From an optimization exercise on the open Yosys and OpenROAD flow, aimed at small area and a short achievable clock period; shortcuts taken in it are not production practice. The RTL was checked by simulation tests, not by an equivalence proof against the original design. No activity file was given, so power comes from the tool's default toggle rates.

Setup of run A:
==> flow/design.v (excerpt) <==
module wildcard_byte_pattern_search (
   input  wire logic          clock,
   input  wire logic          reset,
   input  wire logic          req_valid,
   output logic               req_ready,
   input  wire logic [7:0]    req_data_byte,
   input  wire logic          req_last_byte,
   output logic               rsp_valid,
   input  wire logic          rsp_ready,
   output logic               rsp_found,
   output logic [63:0]        rsp_match_address,
   input  wire logic          psel,
   input  wire logic          penable,
   input  wire logic          pwrite,
   input  wire logic [5:0]    paddr,
   input  wire logic [63:0]   pwdata,
   output logic      [63:0]   prdata,
   output logic               pready
);
   logic [127:0] pattern;
   logic [15:0]  wildcard_mask;
   logic [4:0]   pattern_length;
   logic [63:0]  region_base;
   wbps_regs u_regs (
      .clock          (clock),
      .reset          (reset),
      .psel           (psel),
      .penable        (penable),
      .pwrite         (pwrite),
      .paddr          (paddr),
      .pwdata         (pwdata),
      .prdata         (prdata),
      .pready         (pready),
      .pattern        (pattern),
      .wildcard_mask  (wildcard_mask),
      .pattern_length (pattern_length),
      .region_base    (region_base)
   );
   wbps_core u_core (
      .clock             (clock),
      .reset             (reset),
      .pattern           (pattern),
      .wildcard_mask     (wildcard_mask),
      .pattern_length    (pattern_length),
      .region_base       (region_base),
      .req_valid         (req_valid),
      .req_ready         (req_ready),
      .req_data_byte     (req_data_byte),
      .req_last_byte     (req_last_byte),
      .rsp_valid         (rsp_valid),
      .rsp_ready         (rsp_ready),
      .rsp_found         (rsp_found),
      .rsp_match_address (rsp_match_address)
   );
endmodule
clock: 7.2 ns
lec_check: 0
cap_margin: 20
core_margin: 2
core_utilization: 40
place_density: 0.6
setup_slack_margin: 3.2
slew_margin: 20
run.sh (not shown) runs the stock make flow with config.mk's settings and CLKGATE_MAP_FILE= SYNTH_SCRIPT=/design/flow/synth_recipe.tcl, a recipe that flattens the netlist after the stock synthesis.
Run A ended with every stage complete and zero timing, DRC or antenna violations.
[inputs] run B vs run A
- SETUP_SLACK_MARGIN no longer set, was 3.2
Notes after the runs:
Side by side, share of cell area taken by multi-input logic gates turned out lower in run B than in run A.
Pin count of the biggest net entering global routing of run B exceeds that of run A by more than 10%.
Re hold slack: run B is 8.4 ps down on run A.
Final wirelength: run B better than run A
Summary of run B over run A: final area lower; number of clock buffer instances in the layout lower.
The highest clock frequency the design can meet in run B sits about 24% below the value recorded for run A.
Of run B and run A, it is run B that has the lower buffering overhead.
Compared with run A, run B shows a final setup slack of the worst path that is 1400 ps lower.
Re number of search-and-repair iterations in the first detailed-routing pass: run B and run A aren't equal, and the higher value belongs to run A.
Summary — power after layout, run B relative to run A: lower, by 3.1%.
--- input diff run B..run C ---
- an added SETUP_SLACK_MARGIN of 3.2
- an added ABC_CLOCK_PERIOD_IN_PS of 3500
--- outcome ---
Run C completed; timing, DRC and antenna clean
Data arrival time at the worst-slack endpoint sits lower in run C than in run B.
STATUS time the final worst path needs with I/O delays and setup: run C wins against run B
Global-route usage on run C is up relative to run B.
When the final numbers for run C and run B were put side by side, the sequential share of layout area turned out to be greater in run B.
Run C vs run B: first-pass iteration count of the detailed router up
Compared to run B, run C has power density over the cells about 8% lower.
Looking at post-cts gate resize count, run C sits 359 higher than run B does.
On run C: total number of vias is about 7% higher than what run B gave.
Max setup slack across run C and run B: run C

lane 1:
Another version of the RTL of wildcard_byte_pattern_search (not shown whole).
Size: ~220 I/O pins, ~16000 sq um of cells after synthesis.
clock: 7.2 ns
lec_check: 0
cap_margin: 20
core_margin: 2
core_utilization: 40
cts_buf_list: sky130_fd_sc_hd__clkbuf_8
cts_cluster_diameter: 50
cts_cluster_size: 20
place_density: 0.75
setup_slack_margin: 3.3
slew_margin: 20
tns_end_percent: 20
standard.sh (not shown) runs the stock make flow with config.mk's settings and CLKGATE_MAP_FILE= SYNTH_SCRIPT=/design/flow/synth_recipe.tcl, a recipe that flattens the netlist after the stock synthesis.
==> flow/flow/run.sh <==
#!/bin/bash
# The standard layout (standard.sh), with two placement and clock-tree choices:
# the port buffers that placement inserts are sky130_fd_sc_hd__buf_1, and the
# clock tree is built without dummy loads. make's output goes to standard.log;
# each ORFS step keeps its own log under orfs/logs.
set -euo pipefail
export BUFFER_PORTS_ARGS="-buffer_cell sky130_fd_sc_hd__buf_1"
export CTS_ARGS="-sink_clustering_enable -repair_clock_nets -sink_clustering_size 20 -sink_clustering_max_diameter 50 -buf_list sky130_fd_sc_hd__clkbuf_8 -dont_use_dummy_load"
bash standard.sh > standard.log 2>&1
Lane 1 reached the final stage; the timing, DRC and antenna checks on its layout passed.
--- input diff lane 1..lane 2 ---
diff --git a/flow/config.mk b/flow/config.mk
--- a/flow/config.mk
+++ b/flow/config.mk
@@ -7,0 +8 @@
+export ABC_AREA = 1
@@ -14,2 +15,2 @@
-export PLACE_DENSITY = 0.75
-export SETUP_SLACK_MARGIN = 3.3
+export PLACE_DENSITY = 0.6
+export SETUP_SLACK_MARGIN = 3.0
@@ -17 +17,0 @@
-export TNS_END_PERCENT = 20
==> results.txt <==
- Lane 1 ended up with rsp_match_address[63] as its end of the critical path; lane 2 ended up with prdata[45].
- Instance count of the mapped netlist: lane 2 > lane 1
- On final cell count, the higher figure sits with lane 2, not lane 1.
- Met3 usage (lower): lane 1
- Of lane 2 and lane 1, the run reporting the lower cell area power density was lane 2.
- Lane 2 vs. lane 1: share of the yosys chip area belonging to registers saw an increase; final area saw an increase; mux cell area share after synthesis saw a decrease; worst hold slack saw a decrease; count of cells resized by post-cts repair saw an increase.
- The run showing the greater fmax is lane 1.
## Diff of input files: lane 3 against lane 2
diff --git a/flow/config.mk b/flow/config.mk
--- a/flow/config.mk
+++ b/flow/config.mk
@@ -8 +7,0 @@
-export ABC_AREA = 1
@@ -15,2 +14,3 @@
-export PLACE_DENSITY = 0.6
-export SETUP_SLACK_MARGIN = 3.0
+export GPL_ROUTABILITY_DRIVEN = 0
+export PLACE_DENSITY = 0.75
+export SETUP_SLACK_MARGIN = 3.2
@@ -17,0 +18 @@
+export TNS_END_PERCENT = 20
Lane 3 vs. lane 2: post-route total power went down by about 0.8%. Lane 3: worst path setup slack after routing 0.14 ns above lane 2. The non-clock buffer count reported for lane 3 is smaller than that of lane 2 by 2. For post-synthesis share of cell area spent on full adders, half adders and majority gates, lane 2 and lane 3 come out practically identical. Netlist area before placement is higher on lane 3. Looking at type of the setup path with the least slack, the in2out result is from lane 2; the reg2out one comes from lane 3. Gate count of the mapped netlist ended up 193 lower on lane 3 than on lane 2. Compared with lane 2, lane 3 shows register-to-register slack higher by 0.03 ns. Comparing lane 3 and lane 2, the higher number of CTS-inserted buffers is on lane 2.

== raven ==
wildcard_byte_pattern_search again, from the RTL that the note above started with.
// wildcard_byte_pattern_search
module wildcard_byte_pattern_search (
   input  wire logic          clock,
   input  wire logic          reset,
   input  wire logic          req_valid,
   output logic               req_ready,
   input  wire logic [7:0]    req_data_byte,
   input  wire logic          req_last_byte,
   output logic               rsp_valid,
   input  wire logic          rsp_ready,
   output logic               rsp_found,
   output logic [63:0]        rsp_match_address,
   input  wire logic          psel,
   input  wire logic          penable,
   input  wire logic          pwrite,
   input  wire logic [5:0]    paddr,
   input  wire logic [63:0]   pwdata,
   output logic      [63:0]   prdata,
   output logic               pready
);
   logic [127:0] pattern;
   logic [15:0]  wildcard_mask;
   logic [4:0]   pattern_length;
   logic [63:0]  region_base;
   logic [5:0]   region_base_hi_ones;
   wbps_regs u_regs (
      .clock          (clock),
      .reset          (reset),
  ...
clock: 7.2 ns
lec_check: 0
cap_margin: 20
core_margin: 2
core_utilization: 40
cts_buf_list: sky130_fd_sc_hd__clkbuf_8
cts_cluster_diameter: 50
cts_cluster_size: 20
place_density: 0.75
setup_slack_margin: 3.2
slew_margin: 20
tns_end_percent: 20
Scripts as last shown in full above: flow/flow/run.sh
Changes in harbor relative to raven:
Settings: swapping 3.2 for 3.0 in SETUP_SLACK_MARGIN; swapping 40 for 55 in CORE_UTILIZATION; clearing TNS_END_PERCENT, which used to be 20; swapping 0.75 for 0.7 in PLACE_DENSITY.
--- outcome ---
- raven reports its top metal layer carrying routed signals as met5 while harbor reports met4.
- Comparing harbor and raven, the higher pin count of the biggest net entering global routing was measured on raven.
- | layout overhead on the synthesized area | harbor vs raven | 2.4 points lower |
- In the flow results for harbor and raven, the post-layout minimum cycle time is larger on harbor.
- Taking raven as the reference, in harbor count of buffers from port buffering did not really move; first-pass GRT wire length lost 5.2 mm; critical path depth ~0 delta; post-layout total power has decreased; power density relative to cell area -0.71%.
- raven → harbor: worst setup skew after layout dropped 0.021 ns; filler-free cell count of the finished design dropped 6.4%; design area dropped 2.1%.
Setup changes, harbor to fjord
Settings: a change of SETUP_SLACK_MARGIN from 3.0 to 3.2; a change of CTS_CLUSTER_DIAMETER from 50 to 80; a change of CTS_CLUSTER_SIZE from 20 to 30; a change of CORE_UTILIZATION from 55 to 40; an added TNS_END_PERCENT of 20; a change of CTS_BUF_LIST from sky130_fd_sc_hd__clkbuf_8 to sky130_fd_sc_hd__clkbuf_16; a change of PLACE_DENSITY from 0.7 to 0.6.
-- flow/flow/run.sh --
<<< harbor, line 8
export CTS_ARGS="-sink_clustering_enable -repair_clock_nets -sink_clustering_size 20 -sink_clustering_max_diameter 50 -buf_list sky130_fd_sc_hd__clkbuf_8 -dont_use_dummy_load"
>>> fjord, line 8
export CTS_ARGS="-sink_clustering_enable -repair_clock_nets -sink_clustering_size 30 -sink_clustering_max_diameter 80 -buf_list sky130_fd_sc_hd__clkbuf_16 -dont_use_dummy_load"
Results
- Combinational power share in fjord is 0.7 points higher than in harbor
- Half-perimeter wire length after detailed placement, fjord and harbor, lower one = harbor.
- When fjord is measured against harbor, its detailed-route wire length turns out 9.9% higher.
- Relative to harbor, utilization after layout has decreased by 15 points in fjord.
- Of the two candidates, harbor has the better total clock network power and fjord the worse one.
- Compared fjord vs harbor, and clock network fraction of total power is up in fjord.
- Cmp fjord vs harbor: number of clock buffer instances in the layout lower in fjord
- fjord vs harbor: final cycle utilization of the critical path down
- Relative to harbor, fjord degrades power.

wildcard_byte_pattern_search again, from the RTL that the note above started with.
==> flow/design.v (excerpt) <==
module wildcard_byte_pattern_search (
   input  wire logic          clock,
   input  wire logic          reset,
   input  wire logic          req_valid,
   output logic               req_ready,
   input  wire logic [7:0]    req_data_byte,
   input  wire logic          req_last_byte,
   output logic               rsp_valid,
   input  wire logic          rsp_ready,
   output logic               rsp_found,
   output logic [63:0]        rsp_match_address,
   input  wire logic          psel,
   input  wire logic          penable,
   input  wire logic          pwrite,
   input  wire logic [5:0]    paddr,
   input  wire logic [63:0]   pwdata,
   output logic      [63:0]   prdata,
   output logic               pready
);
==> flow/config.mk <==
export PLATFORM = sky130hd
export DESIGN_NAME = wildcard_byte_pattern_search
export DESIGN_NICKNAME = wildcard_byte_pattern_search
export VERILOG_FILES = /design/flow/design.v
export SDC_FILE = /design/flow/constraint.sdc
export NUM_CORES = 4
export LEC_CHECK = 0
export CAP_MARGIN = 20
export CORE_MARGIN = 2
export CORE_UTILIZATION = 40
export CTS_BUF_LIST = sky130_fd_sc_hd__clkbuf_8
export CTS_CLUSTER_DIAMETER = 50
export CTS_CLUSTER_SIZE = 20
export PLACE_DENSITY = 0.75
export SETUP_SLACK_MARGIN = 3.1
export SLEW_MARGIN = 20
export TNS_END_PERCENT = 20
==> flow/constraint.sdc <==
create_clock -name core_clock -period 7.2 [get_ports {clock}]
set_input_delay 1.4400 -clock core_clock [delete_from_list [all_inputs] [get_ports {clock}]]
set_output_delay 1.4400 -clock core_clock [all_outputs]
set_load 0.01 [all_outputs]
==> flow/flow/run.sh <==
#!/bin/bash
# The standard layout (standard.sh), with two placement and clock-tree choices:
# the port buffers that placement inserts are sky130_fd_sc_hd__buf_1, and the
# clock tree is built without dummy loads. make's output goes to standard.log;
# each ORFS step keeps its own log under orfs/logs.
set -euo pipefail
export BUFFER_PORTS_ARGS="-buffer_cell sky130_fd_sc_hd__buf_1"
export CTS_ARGS="-sink_clustering_enable -repair_clock_nets -sink_clustering_size 20 -sink_clustering_max_diameter 50 -buf_list sky130_fd_sc_hd__clkbuf_8 -dont_use_dummy_load"
bash standard.sh > standard.log 2>&1
The baseline finished with timing, DRC and antenna clean.
Next try:
--- a/flow/flow/run.sh
+++ b/flow/flow/run.sh
@@ -6,4 +6,4 @@
 set -euo pipefail
 export BUFFER_PORTS_ARGS="-buffer_cell sky130_fd_sc_hd__buf_1"
-export CTS_ARGS="-sink_clustering_enable -repair_clock_nets -sink_clustering_size 20 -sink_clustering_max_diameter 50 -buf_list sky130_fd_sc_hd__clkbuf_8 -dont_use_dummy_load"
+export CTS_ARGS="-sink_clustering_enable -repair_clock_nets -sink_clustering_size 30 -sink_clustering_max_diameter 80 -buf_list sky130_fd_sc_hd__clkbuf_16 -dont_use_dummy_load"
 bash standard.sh > standard.log 2>&1
--- a/flow/config.mk
+++ b/flow/config.mk
@@ -9,9 +9,9 @@
 export CORE_MARGIN = 2
 export CORE_UTILIZATION = 40
-export CTS_BUF_LIST = sky130_fd_sc_hd__clkbuf_8
-export CTS_CLUSTER_DIAMETER = 50
-export CTS_CLUSTER_SIZE = 20
+export CTS_BUF_LIST = sky130_fd_sc_hd__clkbuf_16
+export CTS_CLUSTER_DIAMETER = 80
+export CTS_CLUSTER_SIZE = 30
 export PLACE_DENSITY = 0.75
-export SETUP_SLACK_MARGIN = 3.1
+export SETUP_SLACK_MARGIN = 3.2
 export SLEW_MARGIN = 20
 export TNS_END_PERCENT = 20
Effect:
- worst setup slack gets better by 0.14 ns
- synthesized cell count stays the same
- routed wire length is about the same
Next try:
--- a/flow/flow/run.sh
+++ b/flow/flow/run.sh
@@ -6,4 +6,4 @@
 set -euo pipefail
 export BUFFER_PORTS_ARGS="-buffer_cell sky130_fd_sc_hd__buf_1"
-export CTS_ARGS="-sink_clustering_enable -repair_clock_nets -sink_clustering_size 30 -sink_clustering_max_diameter 80 -buf_list sky130_fd_sc_hd__clkbuf_16 -dont_use_dummy_load"
+export CTS_ARGS="-sink_clustering_enable -repair_clock_nets -sink_clustering_size 20 -sink_clustering_max_diameter 50 -buf_list sky130_fd_sc_hd__clkbuf_8 -dont_use_dummy_load"
 bash standard.sh > standard.log 2>&1
==> flow/config.mk (replaced) <==
export PLATFORM = sky130hd
export DESIGN_NAME = wildcard_byte_pattern_search
export DESIGN_NICKNAME = wildcard_byte_pattern_search
export VERILOG_FILES = /design/flow/design.v
export SDC_FILE = /design/flow/constraint.sdc
export NUM_CORES = 4
export LEC_CHECK = 0
export CAP_MARGIN = 5
export CORE_MARGIN = 2
export CORE_UTILIZATION = 40
export CTS_BUF_LIST = sky130_fd_sc_hd__clkbuf_8
export CTS_CLUSTER_DIAMETER = 50
export CTS_CLUSTER_SIZE = 20
export PLACE_DENSITY = 0.6
export SETUP_SLACK_MARGIN = 3.2
export SLEW_MARGIN = 5
export TNS_END_PERCENT = 20
=> Non-clock buffer count grows by 22; global-route usage grows by 0.21 points; worst hold slack is about the same; count of clock-buffer cells in the layout grows by 14; sequential share of layout area shrinks by 0.63 points; routed wire length grows by about 2%; synthesized area does not change; setup slack gets better by 0.020 ns; final cell count grows by about 1.6%.

## what the ideal ports hide
Ports are ideal in the flow. The routed layouts listed here were re-timed in OpenROAD. Step 1 assumes that a clkbuf_16 drives the clock port and a buf_2 every other input. Step 2 also shifts input and output timing later by t, the mid clock arrival at the registers, as if the neighbouring blocks saw the same clock. Three values: ideal ports, drivers, drivers and shift; two values: the first two.
| run | shift t [ns] | setup WS [ns] | worst setup path after step 2 | worst register clock-pin slew, ns | pins driven straight from the clock port |
|---|---|---|---|---|---|
| run A | 0.585 | 2.713 / 2.698 / 2.713 | register to register | 0.06 / 0.06 | 1 |
| run B | 0.577 | 1.312 / 1.312 / 1.312 | register to register | 0.06 / 0.06 | 1 |
| run C | 0.585 | 2.713 / 2.698 / 2.713 | register to register | 0.06 / 0.06 | 1 |
| lane 1 | 0.575 | 3.224 / 2.975 / 2.975 | input to output | 0.10 / 0.10 | 1 |
| lane 2 | 0.585 | 2.956 / 2.912 / 2.912 | input to output | 0.10 / 0.10 | 1 |
| lane 3 | 0.655 | 3.101 / 2.960 / 2.960 | input to output | 0.11 / 0.11 | 1 |
| raven | 0.571 | 3.177 / 2.923 / 2.923 | input to output | 0.09 / 0.09 | 1 |
| harbor | 0.634 | 3.036 / 2.975 / 2.975 | input to output | 0.11 / 0.11 | 1 |
| fjord | 0.561 | 3.171 / 3.060 / 3.060 | input to output | 0.12 / 0.12 | 1 |
| the first run of note 4 | 0.578 | 3.042 / 2.975 / 2.975 | input to output | 0.09 / 0.09 | 1 |
| the second run of note 4 | 0.551 | 3.183 / 2.950 / 2.950 | input to output | 0.12 / 0.12 | 1 |
| the third run of note 4 | 0.629 | 3.202 / 3.081 / 3.081 | input to output | 0.11 / 0.11 | 1 |
After both steps every run listed still meets setup and hold. The setup slack of raven, which loses most, moves by -0.254 ns with the drivers and by -0.254 ns with both steps.
